Background: an optimization exercise with open tools, aiming at small area, a short achievable clock period and few clock cycles per item. Do not read the settings as production practice. Function was checked by simulation only, so behaviour that the tests miss may differ from the original.

### flow/config.mk
export PLATFORM = sky130hd
export DESIGN_NAME = linear_fade_gain_unit
export DESIGN_NICKNAME = linear_fade_gain_unit
export VERILOG_FILES = /design/flow/design.v
export SDC_FILE = /design/flow/constraint.sdc
export NUM_CORES = 4
export LEC_CHECK = 0
export CAP_MARGIN = 20
export CORE_MARGIN = 2
export CORE_UTILIZATION = 55
export CTS_CLUSTER_DIAMETER = 100
export CTS_CLUSTER_SIZE = 20
export SETUP_SLACK_MARGIN = 4.0
export SLEW_MARGIN = 20
export TNS_END_PERCENT = 10
### flow/constraint.sdc
create_clock -name core_clock -period 8.0 [get_ports {clk_i}]
set_input_delay 1.6000 -clock core_clock [delete_from_list [all_inputs] [get_ports {clk_i}]]
set_output_delay 1.6000 -clock core_clock [all_outputs]
set_load 0.01 [all_outputs]
### flow/design.v
`timescale 1ns / 1ps
module lfg_front (
  input  logic               clk_i,
  input  logic               rst_ni,
  input  logic               start_i,
  input  logic [39:0]        frame_i,
  input  logic [23:0]        sample_i,
  output logic               busy_o,
  input  logic               cfg_wr_i,
  input  logic [15:0]        gain_start_i,
  input  logic [15:0]        gain_end_i,
  input  logic [39:0]        fade_start_i,
  input  logic [39:0]        fade_end_i,
  input  logic [39:0]        span_i,
  input  logic               empty_i,
  input  logic               span1_i,
  input  logic signed [16:0] dgain_i,
  input  logic               qr_done_i,
  input  logic [16:0]        step_r_i,
  input  logic [39:0]        step_smr_i,
  input  logic [31:0]        step_dq_i,
  input  logic [31:0]        step_dq1_i,
  output logic               job_valid_o,
  output logic [15:0]        job_gain_o,
  output logic [23:0]        job_smp_o,
  output logic [25:0]        job_smp3_o
);
  logic        in_vld_q;
  logic [39:0] in_frame_q;
  logic [23:0] in_smp_q;
  logic        st_vld_q, st_rok_q, st_c_q, st_zero_q, st_one_q, st_efs_q;
  logic [39:0] st_nf_q, st_r_q;
  logic        busy_q, sl_qb_q, sl_lt_q, sl_gefe_q, sl_efs_q;
  logic [4:0]  sl_cnt_q;
  logic        m_vld_q;
  logic [31:0] a_q;
  logic [23:0] s_q;
  logic [25:0] s3_q;
  always_ff @(posedge clk_i or negedge rst_ni) begin
    if (!rst_ni) begin
      in_vld_q <= 1'b0;
    end else if (!busy_q) begin
      in_vld_q <= start_i;
    end
  end
  always_ff @(posedge clk_i) begin
    if (!busy_q) begin
      in_frame_q <= frame_i;
      in_smp_q   <= sample_i;
    end
  end
  logic nf_eq_fs, nf_eq_fe, nf_eq_0, pc_zero, pc_one, pc_div;
  assign nf_eq_fs = (st_nf_q == fade_start_i);
  assign nf_eq_fe = (st_nf_q == fade_end_i);
  assign nf_eq_0  = (st_nf_q == 40'd0);
  always_comb begin
    pc_zero = 1'b0;
    pc_one  = 1'b0;
    if (empty_i) begin
      if (st_zero_q) begin
        pc_one  = nf_eq_fs;
        pc_zero = ~nf_eq_fs;
      end else begin
        pc_zero = nf_eq_0 & ~nf_eq_fs;
        pc_one  = ~pc_zero;
      end
    end else if (st_zero_q) begin
      pc_zero = ~st_efs_q;
      pc_one  = st_efs_q & span1_i;
    end else if (st_one_q) begin
      pc_zero = nf_eq_0;
      pc_one  = ~nf_eq_0;
    end else begin
      pc_one  = nf_eq_fe;
    end
  end
  assign pc_div = ~pc_zero & ~pc_one;
  logic eval, hit, go_fast, go_slow;
  assign eval    = in_vld_q & ~busy_q;
  assign hit     = st_vld_q & (in_frame_q == st_nf_q) & (~pc_div | st_rok_q);
  assign go_fast = eval & hit;
  assign go_slow = eval & ~hit;
  logic        step_c;
  logic [39:0] step_p, step_m, step_v;
  assign step_c = (st_r_q[39:17] == 23'd0) & (st_r_q[16:0] < step_r_i);
  assign step_p = st_r_q + step_smr_i + 40'd1;
  assign step_m = st_r_q - {23'd0, step_r_i};
  assign step_v = step_c ? step_p : step_m;
  logic [40:0] v0;
  logic        lt_fs, eq_fs;
  assign v0    = {1'b0, fade_end_i} + {1'b1, ~in_frame_q};
  assign lt_fs = (in_frame_q < fade_start_i);
  assign eq_fs = (in_frame_q == fade_start_i);
  logic        sl_first, sl_zero, sl_one, sl_div, sl_fin0, sl_fin;
  assign sl_first = busy_q & (sl_cnt_q == 5'd0);
  assign sl_zero  = empty_i ? sl_lt_q : (sl_lt_q | sl_efs_q);
  assign sl_one   = empty_i ? ~sl_lt_q : sl_gefe_q;
  assign sl_div   = ~sl_zero & ~sl_one;
  assign sl_fin0  = sl_first & ~sl_div;
  assign sl_fin   = busy_q & sl_cnt_q[4] & qr_done_i;
  logic [41:0] diff;
  logic        take;
  logic [39:0] div_v;
  assign diff  = {1'b0, st_r_q, 1'b1} - {2'd0, span_i};
  assign take  = diff[41];
  assign div_v = take ? {st_r_q[38:0], 1'b1} : diff[39:0];
  logic [31:0] a_step, a_acc, dg32;
  assign dg32   = 32'($signed(dgain_i));
  assign a_step = a_q + (st_c_q ? step_dq1_i : step_dq_i);
  assign a_acc  = {a_q[30:0], sl_cnt_q == 5'd1} + (sl_qb_q ? dg32 : 32'd0);
  always_ff @(posedge clk_i or negedge rst_ni) begin
    if (!rst_ni) begin
      busy_q   <= 1'b0;
      st_vld_q <= 1'b0;
      st_rok_q <= 1'b0;
      m_vld_q  <= 1'b0;
    end else begin
      if (go_slow) begin
        busy_q <= 1'b1;
      end else if (sl_fin0 || sl_fin) begin
        busy_q <= 1'b0;
      end
      if (cfg_wr_i || go_slow) begin
        st_vld_q <= 1'b0;
      end else if (sl_fin0 || sl_fin) begin
        st_vld_q <= 1'b1;
      end
      if (go_fast) begin
        if (pc_zero) st_rok_q <= qr_done_i;
        else if (pc_div) st_rok_q <= 1'b1;
      end else if (sl_fin0) begin
        st_rok_q <= qr_done_i & sl_zero;
      end else if (sl_fin) begin
        st_rok_q <= 1'b1;
      end
      m_vld_q <= go_fast | sl_fin0 | sl_fin;
    end
  end
  always_ff @(posedge clk_i) begin
    if (eval) begin
      st_nf_q <= in_frame_q + 40'd1;
      s_q     <= in_smp_q;
      s3_q    <= 26'($signed(in_smp_q)) + {in_smp_q[23], in_smp_q, 1'b0};
    end
    if (go_slow) begin
      sl_lt_q   <= lt_fs;
      sl_efs_q  <= eq_fs;
      sl_gefe_q <= v0[40];
      sl_cnt_q  <= '0;
    end else if (busy_q && (!sl_cnt_q[4] || sl_cnt_q == 5'd16)) begin
      sl_cnt_q <= sl_cnt_q + 5'd1;
    end
    if (busy_q && !sl_cnt_q[4]) begin
      sl_qb_q <= take;
    end
    if ((go_fast && pc_div) || sl_fin) begin
      st_r_q <= step_v;
    end else if (go_fast && pc_zero) begin
      st_r_q <= step_smr_i;
    end else if (go_slow) begin
      st_r_q <= v0[39:0];
    end else if (sl_fin0) begin
      st_r_q <= step_smr_i;
    end else if (busy_q && !sl_cnt_q[4]) begin
      st_r_q <= div_v;
    end
    if (go_fast) begin
      st_c_q    <= pc_div & step_c;
      st_zero_q <= pc_zero;
      st_one_q  <= pc_one;
      st_efs_q  <= nf_eq_fs;
    end else if (sl_fin0) begin
      st_c_q    <= 1'b0;
      st_zero_q <= sl_zero;
      st_one_q  <= sl_one;
      st_efs_q  <= sl_efs_q;
    end else if (sl_fin) begin
      st_c_q    <= step_c;
      st_zero_q <= 1'b0;
      st_one_q  <= 1'b0;
      st_efs_q  <= 1'b0;
    end
    if (go_fast) begin
      if (pc_zero)     a_q <= {gain_start_i, 16'h8000};
      else if (pc_one) a_q <= {gain_end_i, 16'h8000};
      else             a_q <= a_step;
    end else if (go_slow) begin
      a_q <= {16'd0, gain_start_i};
    end else if (sl_fin0) begin
      a_q <= {sl_zero ? gain_start_i : gain_end_i, 16'h8000};
    end else if (busy_q && sl_cnt_q != 5'd0 && sl_cnt_q <= 5'd16) begin
      a_q <= a_acc;
    end
  end
  assign busy_o      = busy_q;
  assign job_valid_o = m_vld_q;
  assign job_gain_o  = a_q[31:16];
  assign job_smp_o   = s_q;
  assign job_smp3_o  = s3_q;
endmodule
`timescale 1ns / 1ps
module lfg_queue (
  input  logic               clk_i,
  input  logic               rst_ni,
  input  logic               restart_i,
  input  logic [39:0]        span_i,
  input  logic signed [16:0] dgain_i,
  output logic               done_o,
  output logic [16:0]        r_o,
  output logic [39:0]        smr_o,
  output logic [31:0]        dq_o,
  output logic [31:0]        dq1_o
);
  logic [1:0]  phase_q;
  logic [3:0]  cnt_q;
  logic        done_q;
  logic [16:0] rem_q;
  logic        qb_q;
  logic [31:0] acc_q;
  logic [17:0] rem2;
  logic [18:0] diff;
  logic        take, big;
  logic [31:0] dg32, acc_sh, acc_d;
  assign rem2   = {rem_q, 1'b0};
  assign diff   = {1'b0, rem2} - {2'b0, span_i[16:0]};
  logic big_q;
  assign big    = |span_i[39:17];
  assign take   = ~diff[18] & ~(big_q & (cnt_q != 4'd0));
  assign dg32   = 32'($signed(dgain_i));
  assign acc_sh = {acc_q[30:0], 1'b0};
  assign acc_d  = acc_sh + (qb_q ? dg32 : 32'd0);
  always_ff @(posedge clk_i or negedge rst_ni) begin
    if (!rst_ni) begin
      phase_q <= 2'd0;
      done_q  <= 1'b0;
    end else if (restart_i) begin
      phase_q <= 2'd2;
      done_q  <= 1'b0;
    end else begin
      case (phase_q)
        2'd2: if (cnt_q == 4'd15) phase_q <= 2'd3;
        2'd3: begin
          phase_q <= 2'd0;
          done_q  <= 1'b1;
        end
        default: ;
      endcase
    end
  end
  always_ff @(posedge clk_i) begin
    big_q <= big;
    if (restart_i) begin
      rem_q <= 17'd1;
      acc_q <= '0;
      qb_q  <= 1'b0;
      cnt_q <= '0;
    end else if (phase_q == 2'd2) begin
      if (big_q && cnt_q == 4'd1) begin
        rem_q <= 17'd4;
        qb_q  <= 1'b0;
        acc_q <= '0;
      end else begin
        rem_q <= take ? diff[16:0] : rem2[16:0];
        qb_q  <= take;
        acc_q <= acc_d;
      end
      cnt_q <= cnt_q + 4'd1;
    end else if (phase_q == 2'd3) begin
      smr_o <= span_i + {23'h7FFFFF, ~rem_q};
      acc_q <= acc_d;
      dq1_o <= acc_sh + (qb_q ? {dg32[30:0], 1'b0} : dg32);
    end
  end
  assign done_o = done_q;
  assign r_o    = rem_q;
  assign dq_o   = acc_q;
endmodule
`timescale 1ns / 1ps
module lfg_back (
  input  logic        clk_i,
  input  logic        rst_ni,
  input  logic        job_valid_i,
  input  logic [15:0] job_gain_i,
  input  logic [23:0] job_smp_i,
  input  logic [25:0] job_smp3_i,
  output logic        done_o,
  output logic [23:0] sample_o,
  output logic        clipped_o
);
  function automatic logic [27:0] booth_pp(input logic [3:0] b,
                                           input logic [26:0] s1,
                                           input logic [26:0] s2,
                                           input logic [26:0] s3,
                                           input logic [26:0] s4);
    logic [26:0] mag;
    logic        neg;
    neg = b[3] & ~(b[2] & b[1] & b[0]);
    case (b)
      4'b0001, 4'b0010, 4'b1101, 4'b1110: mag = s1;
      4'b0011, 4'b0100, 4'b1011, 4'b1100: mag = s2;
      4'b0101, 4'b0110, 4'b1001, 4'b1010: mag = s3;
      4'b0111, 4'b1000:                   mag = s4;
      default:                            mag = '0;
    endcase
    booth_pp = {neg, neg ? ~mag : mag};
  endfunction
  function automatic logic [79:0] csa(input logic [39:0] a,
                                      input logic [39:0] b,
                                      input logic [39:0] c);
    logic [39:0] sum, cry;
    sum = a ^ b ^ c;
    cry = (a & b) | (a & c) | (b & c);
    csa = {cry[38:0], 1'b0, sum};
  endfunction
  logic [26:0] s1, s2, s3, s4;
  logic [18:0] gb;
  logic [27:0] pp [6];
  logic [39:0] row [6];
  assign s1 = 27'($signed(job_smp_i));
  assign s2 = {s1[25:0], 1'b0};
  assign s3 = 27'($signed(job_smp3_i));
  assign s4 = {s1[24:0], 2'b00};
  assign gb = {2'b00, job_gain_i, 1'b0};
  for (genvar j = 0; j < 6; j++) begin : g_pp
    assign pp[j] = booth_pp(gb[3*j+3 -: 4], s1, s2, s3, s4);
  end
  assign row[0] = {10'b1011011011, ~pp[0][26], {3{pp[0][26]}}, pp[0][25:0]};
  assign row[1] = {10'd0, ~pp[1][26], pp[1][25:0], 2'b0, pp[0][27]};
  assign row[2] = {7'd0,  ~pp[2][26], pp[2][25:0], 2'b0, pp[1][27], 3'b0};
  assign row[3] = {4'd0,  ~pp[3][26], pp[3][25:0], 2'b0, pp[2][27], 6'b0};
  assign row[4] = {1'b0,  ~pp[4][26], pp[4][25:0], 1'b1, 1'b0, pp[3][27], 9'b0};
  assign row[5] = {pp[5][24:0], 2'b0, pp[4][27], 12'b0};
  logic [79:0] l1a, l1b, l2, l3;
  assign l1a = csa(row[0], row[1], row[2]);
  assign l1b = csa(row[3], row[4], row[5]);
  assign l2  = csa(l1a[39:0], l1a[79:40], l1b[39:0]);
  assign l3  = csa(l2[39:0], l2[79:40], l1b[79:40]);
  logic [39:0] sum_q, cry_q;
  logic        m_vld_q, done_q;
  always_ff @(posedge clk_i) begin
    sum_q <= l3[39:0];
    cry_q <= l3[79:40];
  end
  logic [39:0] prod;
  logic [27:0] y;
  logic [23:0] sample_d, sample_q;
  logic        clipped_d, clipped_q;
  assign prod = sum_q + cry_q;
  assign y    = prod[39:12];
  always_comb begin
    if (y[27:23] == 5'b00000 || y[27:23] == 5'b11111) begin
      sample_d  = y[23:0];
      clipped_d = 1'b0;
    end else begin
      sample_d  = y[27] ? 24'h800000 : 24'h7FFFFF;
      clipped_d = 1'b1;
    end
  end
  always_ff @(posedge clk_i or negedge rst_ni) begin
    if (!rst_ni) begin
      m_vld_q <= 1'b0;
      done_q  <= 1'b0;
    end else begin
      m_vld_q <= job_valid_i;
      done_q  <= m_vld_q;
    end
  end
  always_ff @(posedge clk_i) begin
    sample_q  <= sample_d;
    clipped_q <= clipped_d;
  end
  assign done_o    = done_q;
  assign sample_o  = sample_q;
  assign clipped_o = clipped_q;
endmodule
`timescale 1ns / 1ps
module linear_fade_gain_unit (
  input  logic        clk_i,
  input  logic        rst_ni,
  input  logic        start_i,
  input  logic [63:0] item_i,
  output logic        busy_o,
  output logic        done_o,
  output logic [24:0] result_o,
  input  logic        cfg_valid_i,
  output logic        cfg_ready_o,
  input  logic [7:0]  cfg_index_i,
  input  logic [39:0] cfg_data_i
);
  logic [15:0] gain_start_q, gain_end_q;
  logic [39:0] fade_start_q, fade_end_q;
  logic        cfg_wr, cfg_wr_q;
  assign cfg_ready_o = 1'b1;
  assign cfg_wr      = cfg_valid_i & (cfg_index_i[7:2] == 6'd0);
  always_ff @(posedge clk_i or negedge rst_ni) begin
    if (!rst_ni) begin
      gain_start_q <= '0;
      gain_end_q   <= '0;
      fade_start_q <= '0;
      fade_end_q   <= '0;
    end else if (cfg_valid_i) begin
      case (cfg_index_i)
        8'd0: gain_start_q <= cfg_data_i[15:0];
        8'd1: gain_end_q   <= cfg_data_i[15:0];
        8'd2: fade_start_q <= cfg_data_i;
        8'd3: fade_end_q   <= cfg_data_i;
        default: ;
      endcase
    end
  end
  logic [39:0]        span_q;
  logic               span_neg_q, empty_q, span1_q;
  logic signed [16:0] dgain_q;
  always_ff @(posedge clk_i or negedge rst_ni) begin
    if (!rst_ni) cfg_wr_q <= 1'b0;
    else         cfg_wr_q <= cfg_wr;
  end
  always_ff @(posedge clk_i) begin
    {span_neg_q, span_q} <= {1'b0, fade_end_q} - {1'b0, fade_start_q};
    empty_q <= span_neg_q | (span_q == 40'd0);
    span1_q <= (span_q == 40'd1);
    dgain_q <= $signed({1'b0, gain_end_q}) - $signed({1'b0, gain_start_q});
  end
  logic        qr_done;
  logic [16:0] step_r;
  logic [39:0] step_smr;
  logic [31:0] step_dq, step_dq1;
  lfg_queue u_step (
    .clk_i    (clk_i),
    .rst_ni   (rst_ni),
    .restart_i(cfg_wr_q),
    .span_i   (span_q),
    .dgain_i  (dgain_q),
    .done_o   (qr_done),
    .r_o      (step_r),
    .smr_o    (step_smr),
    .dq_o     (step_dq),
    .dq1_o    (step_dq1)
  );
  logic        m_vld;
  logic [15:0] m_gain;
  logic [23:0] m_smp;
  logic [25:0] m_smp3;
  lfg_front u_front (
    .clk_i        (clk_i),
    .rst_ni       (rst_ni),
    .start_i      (start_i),
    .frame_i      (item_i[63:24]),
    .sample_i     (item_i[23:0]),
    .busy_o       (busy_o),
    .cfg_wr_i     (cfg_wr_q),
    .gain_start_i (gain_start_q),
    .gain_end_i   (gain_end_q),
    .fade_start_i (fade_start_q),
    .fade_end_i   (fade_end_q),
    .span_i       (span_q),
    .empty_i      (empty_q),
    .span1_i      (span1_q),
    .dgain_i      (dgain_q),
    .qr_done_i    (qr_done),
    .step_r_i     (step_r),
    .step_smr_i   (step_smr),
    .step_dq_i    (step_dq),
    .step_dq1_i   (step_dq1),
    .job_valid_o  (m_vld),
    .job_gain_o   (m_gain),
    .job_smp_o    (m_smp),
    .job_smp3_o   (m_smp3)
  );
  logic [23:0] sample_out;
  logic        clipped;
  lfg_back u_back (
    .clk_i       (clk_i),
    .rst_ni      (rst_ni),
    .job_valid_i (m_vld),
    .job_gain_i  (m_gain),
    .job_smp_i   (m_smp),
    .job_smp3_i  (m_smp3),
    .done_o      (done_o),
    .sample_o    (sample_out),
    .clipped_o   (clipped)
  );
  assign result_o = {sample_out, clipped};
endmodule
### flow/run.sh
#!/bin/bash
# synth_recipe.tcl (not shown) runs the flow's synth.tcl, then flattens the netlist and writes it again
# the make line also repeats each setting of config.mk as NAME=value (left out here)
make -C /OpenROAD-flow-scripts/flow DESIGN_CONFIG=/design/flow/config.mk WORK_HOME=/design/flow/orfs CLKGATE_MAP_FILE= SYNTH_SCRIPT=/design/flow/synth_recipe.tcl finish
==> impl_metrics.ini <==
[status]
status = finished clean

[clocking]
clock_latency_ns = 0.67
cts_buffers = 40
h-tree-depth = 2
ctsRootBufferMaster = clkbuf_16
cts_tree = built
clkTransAtPathRegs_ns = 0.09
numClockSinks = 644
clockBufferDepth = 3

[floorplanning]
std_cell_rows = 113
io_pins = 144
core_sq_um = 95150
initial_core_util_pct = 55.61
fp.dieH_um = 314.2
die_x_um = 314.2
die_area_sq_um = 98710

[setup_path]
critPathLaunchType = flop
arrival_ns = 4.49
crit_type = reg2reg
crit_fanout = 7
r2r_slack_ns = 3.91
setup.worst_path.end_class = flop
crit_required_ns = 8.40

[sta]
setup_violations = 0
worst_slack_ns = 3.914
final-hold-violation-count = 0
hold_slack_ns = 0.3605
slew_headroom_pct = 17.18
tns_ns = 0
slew_viol_final = 0
fmax_mhz = 244.7
fin_crit_ns = 4.086
finalClockSkew_ns = 0.03126
rsz0062_at_grt = true
fin_crit_sh_pct = 51.08
tightestPinTransition_ns = 1.231

[yosys]
avgSynthCellArea_sq_um = 9.136
yosysTopAreaCell = edfxtp_1
synth_edf_count = 304
synth_warnings = 6
yosysMostFrequentCell = ha_1
synth_nets = 6486
synthArstFlopShare_pct = 19.10
synthTopCellsByArea = edfxtp_1 17%, ha_1 11%, dfxtp_1 8.2%
ys_seq_area_share_pct = 31.28
ys_ff_latch = 644
synth_top_area_share_pct = 17.25
synth_common_cells = 471 x ha_1, 434 x a21oi_1, 427 x xnor2_1
synthFlopType = edfxtp_1
syn_area_sq_um = 52920
synthCells = 5792
synthDistinctLibCells = 105

[global_route]
antenna_found_initial = 1
use_met1_pct = 51.06
grt_util_all_layers_pct = 34.27
met3_usage_pct = 6.733
busiest_layer = met1
gr-usage-met2_pct = 50.66
grt_pass1_wl_mm = 260.3
grt_pass1_vias = 42302
grt_overflow = 0
grt_start_max_net_pins = 71

[placed_design]
place.gp.congestion = 1.015
io_buffers = 142
place_hpwl_mm = 132.0
preCtsSetupSlack_ns = 3.197

[detailed_routing]
ant_nets = 0
viasPerCell = 6.427
num_vias = 46009
drt-wirelength-per-cell_um = 24.35
dr.pass1.iters = 8
dr.first_iter.drc_count = 5291
drt-total-wl_mm = 174.3
route.detailed.drc = 0

[finish]
areaGrowthSynthToFinish_pct = 10.23
fin_util_pct = 61.30
drive_above_1_share_pct = 8.941
nNetsFinal = 6557
antenna_cells = 0

[worst_hold_path]
hold_class = reg2reg

[job]
drv_cap = 0
layout make-up:
cell class | count | area (sq um)
clock inverters | 9 | 88.84
repair inverters | 1 | 5.005
multi-input cells | 4492 | 34790
repair buffers | 266 | 2591
fillers | 8413 | 36820
well taps | 1265 | 1583
inverters | 418 | 1590
flip-flops and latches | 644 | 16560
clock buffers | 64 | 1114
layer usage:
| layer | up-vias | share of wire [%] |
|---|---|---|
| met3 | 242 | 9.7 |
| met2 | 2067 | 43 |
| met4 | 0 | 2.5 |
| li1 | 21340 | - |
| met5 | - | 0 |
| met1 | 22360 | 45 |
flip-flops by register name, summed over array words and instances (netlist names), 22 cells and up:
| register | count |
|---|---|
| fade_end_q | 40 |
| fade_start_q | 40 |
| span_q | 40 |
| u_front.in_frame_q | 40 |
| u_front.st_nf_q | 40 |
| u_front.st_r_q | 40 |
| u_step.smr_o | 40 |
| u_back.sum_q | 37 |
| u_back.cry_q | 35 |
| u_front.a_q | 32 |
| u_step.acc_q | 32 |
| u_step.dq1_o | 32 |
| u_front.s3_q | 26 |
| u_back.sample_q | 24 |
| u_front.in_smp_q | 24 |
| u_front.s_q | 22 |
repair_timing:
action                                 CTS  global route
endpoints found under the hold margin    0             0
pin swaps                               19            42
hold buffers                             0             0
cloned                                   6             0
setup buffers                           25            36
setup endpoints to repair              173           212
resized for setup                       72           157
cell families (layout without fill, tap and decap cells):
family,Yosys count,after routing,synth area share (%)
AOI/OAI and AO/OA,1721,1722,21.91
and+or+nand+nor,1395,1396,12.98
buffers and inverters,658,758,4.769
DFF,644,644,31.28
xor gates and xnor gates,630,630,10.43
adders and majority gates,579,579,15.20
muxes,164,164,3.424
other,1,1,0.007087
critical path, cell delays in order (launching register included):
cell and delay, ns:
dfxtp_1 0.54, inv_1 0.17, ha_1 0.43, a21o_1 0.19
a21o_1 0.17, a21o_1 0.19, a211oi_2 0.35, a21oi_1 0.19
nor4_4 0.35, o21bai_1 0.23, a211oi_1 0.35, xor2_1 0.24
o21ai_0 0.11, a211oi_1 0.24, nor4_1 0.08
stage by stage:
| stage | area (sq um) | std cells |
|---|---|---|
| 2_1_floorplan | 52940 | 5792 |
| 3_3_place_gp | 55490 | 7019 |
| 3_5_place_dp | 55490 | 7019 |
| 4_1_cts | 57350 | 7123 |
| 5_1_grt | 58330 | 7159 |
| 6_report | 58330 | 7159 |
worst paths after layout:
path	end	from	cells after the start
min in group asynchronous	fade_start_q[29]	rst_ni	1
worst min register to register	u_back.m_vld_q	u_front.m_vld_q	0
max in group asynchronous	cfg_wr_q	rst_ni	2
worst min-delay path	u_back.m_vld_q	u_front.m_vld_q	0
worst max register to register	u_front.st_r_q[38]	span_q[15]	14
worst max-delay path	u_front.st_r_q[38]	span_q[15]	14
placed cells by master (no fill, tap or decap), types with 81 or more instances in the layout:
cell,count
dfxtp_1,211
nand4_1,82
nand3_1,111
inv_1,406
a21oi_1,412
a221oi_1,81
nand2_1,339
edfxtp_1,304
o21ai_0,277
a22o_1,89
a21o_1,207
fa_1,103
ha_1,464
nor3_1,96
mux2_2,136
xor2_1,202
buf_4,102
nor2_1,331
xnor2_1,421
clkdlybuf4s50_1,141
dfrtp_1,122
Testbench counts, summed over its fixed seeds: cycles 9,452, items 8,192.

==> separate check: timing with driven ports <==
The results above use ideal ports. As a check the final layout listed here was re-extracted and re-timed, cells and wires unchanged. Step 1, drivers: a clkbuf_16 drives clk_i and a buf_2 each remaining input, both assumed. Step 2 moves the port delays by t, midway between the first and last clock arrival at a register: inputs arrive t later, outputs are due t later. That takes back most of the time a late clock gives input paths. Slacks: ideal ports / drivers / drivers and shift; pairs: ideal ports / drivers.
shift t [ns]: 0.726
setup slack, ns: 3.914 / 3.914 / 3.353
worst setup path at the end: input to register
worst register clock-pin slew, ns: 0.10 / 0.10
worst data-port slew with drivers (ns): 0.07
After both steps this run still meets setup and hold. The setup slack of this run moves by 0.000 ns with the drivers and by -0.561 ns with both steps.
